Background: an optimization exercise with open tools, aiming at small area and a short achievable clock period. Do not read the settings as production practice. Only simulation tests tie the RTL to the original design; equivalence was not proved. Power and IR drop assume default switching activity.

==> design/flow/design.v <==
module fifo_chain_row #(
  parameter int data_width = 16
) (
  input  logic [data_width-1:0] s,     
  input  logic [data_width-1:0] n,     
  input  logic [data_width-1:0] x,     
  input  logic                  h,
  input  logic                  sh,
  input  logic                  w,
  output logic [data_width-1:0] y
);
  assign y = ~((s & {data_width{h}}) | (n & {data_width{sh}}) | (x & {data_width{w}}));
endmodule
module fifo_fwft_top (
  input  logic        clk,
  input  logic        rst_n,
  input  logic        clr,
  input  logic        wr_en,
  input  logic [15:0] din,
  input  logic        rd_en,
  output logic [15:0] dout,
  output logic        valid,
  output logic        full,
  output logic        empty,
  output logic        almost_full,
  output logic        almost_empty,
  output logic [8:0]  count,
  output logic        overflow,
  output logic        underflow
);
  localparam int data_width = 16;
  localparam int addr_width = 8;
  localparam int data_depth = 256;
  localparam int afull_th   = 240;
  localparam int aempty_th  = 16;
  localparam int N = data_depth - 1;    
  logic [data_width-1:0] r_s [1:N];     
  logic                  r_phase;
  logic [addr_width:0]   r_count;
  logic [addr_width-1:0] r_m;           
  logic                  r_mnz;         
  logic [data_width-1:0] r_dout;
  logic                  r_valid, r_empty, r_full, r_afull, r_aempty, r_ovf, r_udf;
  logic wr_acc, rd_acc, load, wr_ld, wr_nl;
  logic [addr_width:0]   cnt_n;
  logic [addr_width-1:0] m_n;
  assign wr_acc = wr_en & ~r_full & ~clr;
  assign rd_acc = rd_en & r_valid & ~clr;
  assign load   = ~clr & r_mnz & (~r_valid | rd_acc);
  assign wr_ld  = wr_acc & load;
  assign wr_nl  = wr_acc & ~load;
  logic [N:1] w, sh, h;
  always_comb begin
    for (int r = 1; r <= N; r++) begin
      w[r]  = (wr_ld & (r_m == addr_width'(r))) | (wr_nl & (r_m == addr_width'(r - 1)));
      sh[r] = load & ~w[r];
      h[r]  = ~load & ~w[r];
    end
  end
  logic [data_width-1:0] x;
  assign x = din ^ {data_width{r_phase}};
  logic [data_width-1:0] s_n [1:N];
  for (genvar r = 1; r <= N; r++) begin : g_row
    fifo_chain_row #(.data_width(data_width)) u_row (
      .s(r_s[r]), .n((r < N) ? r_s[(r < N) ? r+1 : r] : '0), .x(x),
      .h(h[r]), .sh(sh[r]), .w(w[r]), .y(s_n[r]));
  end
  always_ff @(posedge clk) begin
    for (int r = 1; r <= N; r++) r_s[r] <= s_n[r];
  end
  always_comb begin
    cnt_n = r_count;
    if (wr_acc & ~rd_acc) cnt_n = r_count + 1'b1;
    else if (~wr_acc & rd_acc) cnt_n = r_count - 1'b1;
    m_n = r_m;
    if (wr_acc & ~load) m_n = r_m + 1'b1;
    else if (~wr_acc & load) m_n = r_m - 1'b1;
  end
  always_ff @(posedge clk or negedge rst_n) begin
    if (!rst_n) begin
      r_phase  <= 1'b0;
      r_count  <= '0;
      r_m      <= '0;
      r_mnz    <= 1'b0;
      r_dout   <= '0;
      r_valid  <= 1'b0;
      r_empty  <= 1'b1;
      r_full   <= 1'b0;
      r_afull  <= 1'b0;
      r_aempty <= 1'b1;
      r_ovf    <= 1'b0;
      r_udf    <= 1'b0;
    end else begin
      r_phase <= ~r_phase;
      if (clr) begin
        r_count  <= '0;
        r_m      <= '0;
        r_mnz    <= 1'b0;
        r_dout   <= '0;
        r_valid  <= 1'b0;
        r_empty  <= 1'b1;
        r_full   <= 1'b0;
        r_afull  <= 1'b0;
        r_aempty <= 1'b1;
        r_ovf    <= 1'b0;
        r_udf    <= 1'b0;
      end else begin
        r_count  <= cnt_n;
        r_m      <= m_n;
        r_mnz    <= (m_n != '0);
        r_full   <= (cnt_n == (addr_width+1)'(data_depth));
        r_afull  <= (cnt_n >= (addr_width+1)'(afull_th));
        r_aempty <= (cnt_n <= (addr_width+1)'(aempty_th));
        if (wr_en & r_full)  r_ovf <= 1'b1;
        if (rd_en & ~r_valid) r_udf <= 1'b1;
        if (load) begin
          r_dout  <= r_s[1] ^ {data_width{r_phase}};
          r_valid <= 1'b1;
          r_empty <= 1'b0;
        end else if (rd_acc) begin
          r_dout  <= '0;
          r_valid <= 1'b0;
          r_empty <= 1'b1;
        end
      end
    end
  end
  assign dout         = r_dout;
  assign valid        = r_valid;
  assign empty        = r_empty;
  assign full         = r_full;
  assign almost_full  = r_afull;
  assign almost_empty = r_aempty;
  assign count        = r_count;
  assign overflow     = r_ovf;
  assign underflow    = r_udf;
endmodule
==> design/flow/run.sh <==
#!/bin/bash
# synth_recipe.tcl (not shown) runs the flow's synth.tcl, then flattens the netlist and writes it again
# the make line also repeats each setting of config.mk as NAME=value (left out here)
make -C /OpenROAD-flow-scripts/flow DESIGN_CONFIG=/design/flow/config.mk WORK_HOME=/design/flow/orfs CLKGATE_MAP_FILE= SYNTH_SCRIPT=/design/flow/synth_recipe.tcl finish
==> design/flow/config.mk <==
export PLATFORM = sky130hd
export DESIGN_NAME = fifo_fwft_top
export DESIGN_NICKNAME = fifo_fwft_top
export VERILOG_FILES = /design/flow/design.v
export SDC_FILE = /design/flow/constraint.sdc
export NUM_CORES = 4
export LEC_CHECK = 0
export CAP_MARGIN = 20
export CORE_MARGIN = 2
export CORE_UTILIZATION = 40
export SLEW_MARGIN = 20
export SYNTH_HIERARCHICAL = 1
export SYNTH_MEMORY_MAX_BITS = 8192
export SYNTH_MINIMUM_KEEP_SIZE = 0
==> design/flow/constraint.sdc <==
create_clock -name core_clock -period 5.0 [get_ports {clk}]
set_input_delay 1.0000 -clock core_clock [delete_from_list [all_inputs] [get_ports {clk}]]
set_output_delay 1.0000 -clock core_clock [all_outputs]
set_load 0.01 [all_outputs]
==> results.txt <==
## metrics by stage
| stage | hold WS [ps] | util, % | total power, mW |
|---|---|---|---|
| 2_1_floorplan | 420 | - | 85.0 |
| 5_1_grt | 141 | 45.2 | 130 |
| 6_report | 108 | 45.2 | 124 |
| 3_3_place_gp | 427 | 40.8 | 90.7 |
| 4_1_cts | 287 | 44.8 | 123 |
| 3_5_place_dp | 433 | 40.9 | 92.7 |
## cell usage in the layout (no fill, tap or decap), types with 8 or more instances in the layout
cell / n
dfxtp_1: 4080
buf_4: 315
clkbuf_1: 69
bufinv_16: 39
conb_1: 16
xor2_4: 16
nor2_2: 116
clkinvlp_4: 8
o21ai_0: 21
a21oi_2: 277
xnor2_1: 29
clkbuf_16: 404
nand2_1: 38
buf_12: 71
nand2_2: 21
o22ai_2: 12
nor2_1: 317
inv_6: 8
clkdlybuf4s50_1: 51
nor2_4: 42
a21oi_1: 54
clkbuf_8: 85
dfrtp_1: 39
a222oi_1: 4080
inv_1: 11
nor3_4: 9
clkinv_2: 79
nand3_1: 10
## kinds of logic (layout without fill, tap and decap cells)
logic type	after synthesis	after routing
compound gates	4472	4472
flops	4122	4122
buf+inv	962	1159
simple gates	614	614
xor+xnor	49	49
fa+ha+maj	7	7
mux	5	5
other cells	1	19
## registers in the layout, summed over array words and instances, names as in the netlist, 8 cells and up
signal	count
r_s	4080
r_count	9
r_dout	16
r_m	8
## final cells by class
cell class                 instances  share of cell area (%)
sequential                      4122                    53.5
clock buffer                     558                    7.46
antenna                            3                 0.00486
inverter                          12                  0.0291
timing repair buffer             444                    2.85
tap                             4557                    3.69
multi-input combinational       5163                    31.3
clock inverter                   145                    1.18
## critical path, cell delays in order
cell,delay [ps]
clkdlybuf4s50_1,530
or3b_1,690
or3_2,910
buf_12,310
o22ai_2,390
buf_4,320
nor2_2,180
a222oi_1,390
## metal layers
layer,track usage (%),share of wire (%)
met5,0,0.0068
met4,8.72,3.1
met3,3.81,9.7
met2,36.9,46
met1,30.7,41
## power by group through the flow
| stage | Sequential (mW) | Combinational (mW) | Clock (mW) |
|---|---|---|---|
| CTS | 62.7 | 29.6 | 31.1 |
| detailed placement | 63.1 | 29.5 | 0 |
| finish | 63.1 | 30.4 | 30.7 |
| global placement | 62.7 | 27.9 | 0 |
| floorplan | 58.7 | 26.3 | 0 |
| global route | 64.6 | 32.7 | 32.4 |
## worst paths after layout
path,start,to,slack (ps),cells after the start
max,wr_en,r_s[80][10],1000,8
min,rst_n,r_phase,110,1
min in group core_clock,r_s[160][7],r_s[159][7],440,1
max reg2reg,r_m[7],r_s[184][3],1090,5
min reg2reg,r_s[160][7],r_s[159][7],440,1
max in group asynchronous,rst_n,r_phase,4420,1
==> flow_summary.toml <==
[global_routing]
grt_pass1_wl_mm = 645
grt_overflow = 0
grt_max_degree = 118
grtUsageTotal_pct = 22.9
grt_pass1_vias = 107000
antenna_found_initial = 7

[synthesis]
yosys.area.top_type = "dfxtp_1"
synth_adder_area_share_pct = 0.0639
synth_compound_area_share_pct = 31.3
netlist.area_leader.share_pct = 59.6
synth_top_family_by_area = "compound AO/OA/AOI/OAI gates"
syn_inst = 10200
synthXorXnorAreaFrac_pct = 0.313
synth-simple-area-share_pct = 2.16
yosys_warnings = 10
synth_area_mm2 = 0.137
synthDistinctLibCells = 70
ys_seq_area_share_pct = 60.3
async_reset_ff_share_pct = 1.02
synthTopCellsByCount = "a222oi_1 (4080), dfxtp_1 (4080), buf_6 (517)"
synth_edf_count = 0
syn_area_per_cell_um2 = 13.4
yosys-top-cells-area = "dfxtp_1 (60%), a222oi_1 (30%), buf_6 (4.2%), a21oi_1 (1.2%), nor2_1 (1.1%)"
muxShareOfSynthArea_pct = 0.0584
ys_ff_latch = 4122
ys.flop_type = "dfxtp_1"

[final_layout]
multiInputGateArea_mm2 = 0.0483
seq_area_mm2 = 0.0827
final_layout_size_suffix_gt1_share_pct = 14.9
instances_no_fill = 15000
syn_to_final_growth_pct = 12.7
nets = 10200
fillers = 30200
final_cell_area_mm2 = 0.155

[floorplan]
die_area_mm2 = 0.348
io_pins = 53
coreArea_mm2 = 0.342
die_h_um = 590
floorplan.initialDensity_pct = 40.1
die_w_um = 590
row_count = 215

[placed_design]
place_hpwl_mm = 259
portBuffers = 52
place_congestion = 0.839
dp_cells = 14300
place_ws_ps = 93.6
dpl_cell_area_mm2 = 0.140

[sta]
fin_crit_sh_pct = 79.9
max_freq_ghz = 0.250
rsz0062_at_grt = "false"
drv_slew = 0
slew_headroom_pct = 19.5
setup_viol = 0
clock_skew_ps = 39.4
setup_tns_ps = 0
worst_slack_ps = 1000
min_period_ps = 4000
hold_viol = 0
tightest_slew_ps = 1200

[clocking]
cts_tree = "done"
clk_pin_slew_worst_paths_ps = 60
postCtsHoldBufs = 0
post_cts_resized = 0
cts-htree-levels = 5
clk_latency_ps = 920
cts_root_buf = "clkbuf_16"
tritoncts_num_sinks = 4122
post_cts_buffers = 0
numCtsBuffers = 396
cts_max_path_buffers = 4

[routing]
drt-wirelength-per-cell_um = 28.6
drc = 0
routed_wl_mm = 429
dr_total_vias = 111000
firstDrtPassIters = 22
drt_iter0_drc = 30700
via_per_inst = 7.41
ant_nets = 0

[worst_hold_path]
min_path_type = "in2async"

[pwr]
power_density_mw_per_mm2 = 803
p_sw_mw = 37.0
ir_worst_vdd_v = 0.000376
seqPwrFrac_pct = 50.8
sw_frac_of_total_pct = 29.8
power.internal_mw = 87.2
combPwrFrac_pct = 24.5
p_clk_share_pct = 24.7
leakagePower_nw = 52.9

[worst_setup_path]
crit_type = "in2reg"
critPathRequiredTime_ps = 5770
crit_fanout = 17
start_kind = "input port"
crit_arrival_ps = 4770
end_kind = "register"

[status]
status = "no timing/DRC/antenna violations"

[job]
max_cap_violations = 0

port drivers added, routing unchanged:
The results above use ideal ports. As a check the final layout listed here was re-extracted and re-timed, cells and wires unchanged. Step 1 (the two cells are an assumption about what drives the block):
set clk [get_ports {clk}]
set_driving_cell -lib_cell sky130_fd_sc_hd__clkbuf_16 $clk
set_driving_cell -lib_cell sky130_fd_sc_hd__buf_2 [delete_from_list [all_inputs] $clk]
Step 2, shift: input delay + t, output delay - t, t = (earliest + latest rising clock arrival at the registers) / 2. This alone moves slack from input paths to output paths. Slacks: ideal ports / drivers / drivers and shift; pairs: ideal ports / drivers.
t, ns: 1.002
setup WS [ns]: 1.005 / 1.081 / 0.079
hold slack, ns: 0.108 / 0.028 / 0.439
worst setup path at the end: input to register
worst slew at a driven data input, ns: 0.04
After both steps this run still meets setup and hold. The setup slack of this run moves by +0.076 ns with the drivers and by -0.926 ns with both steps.
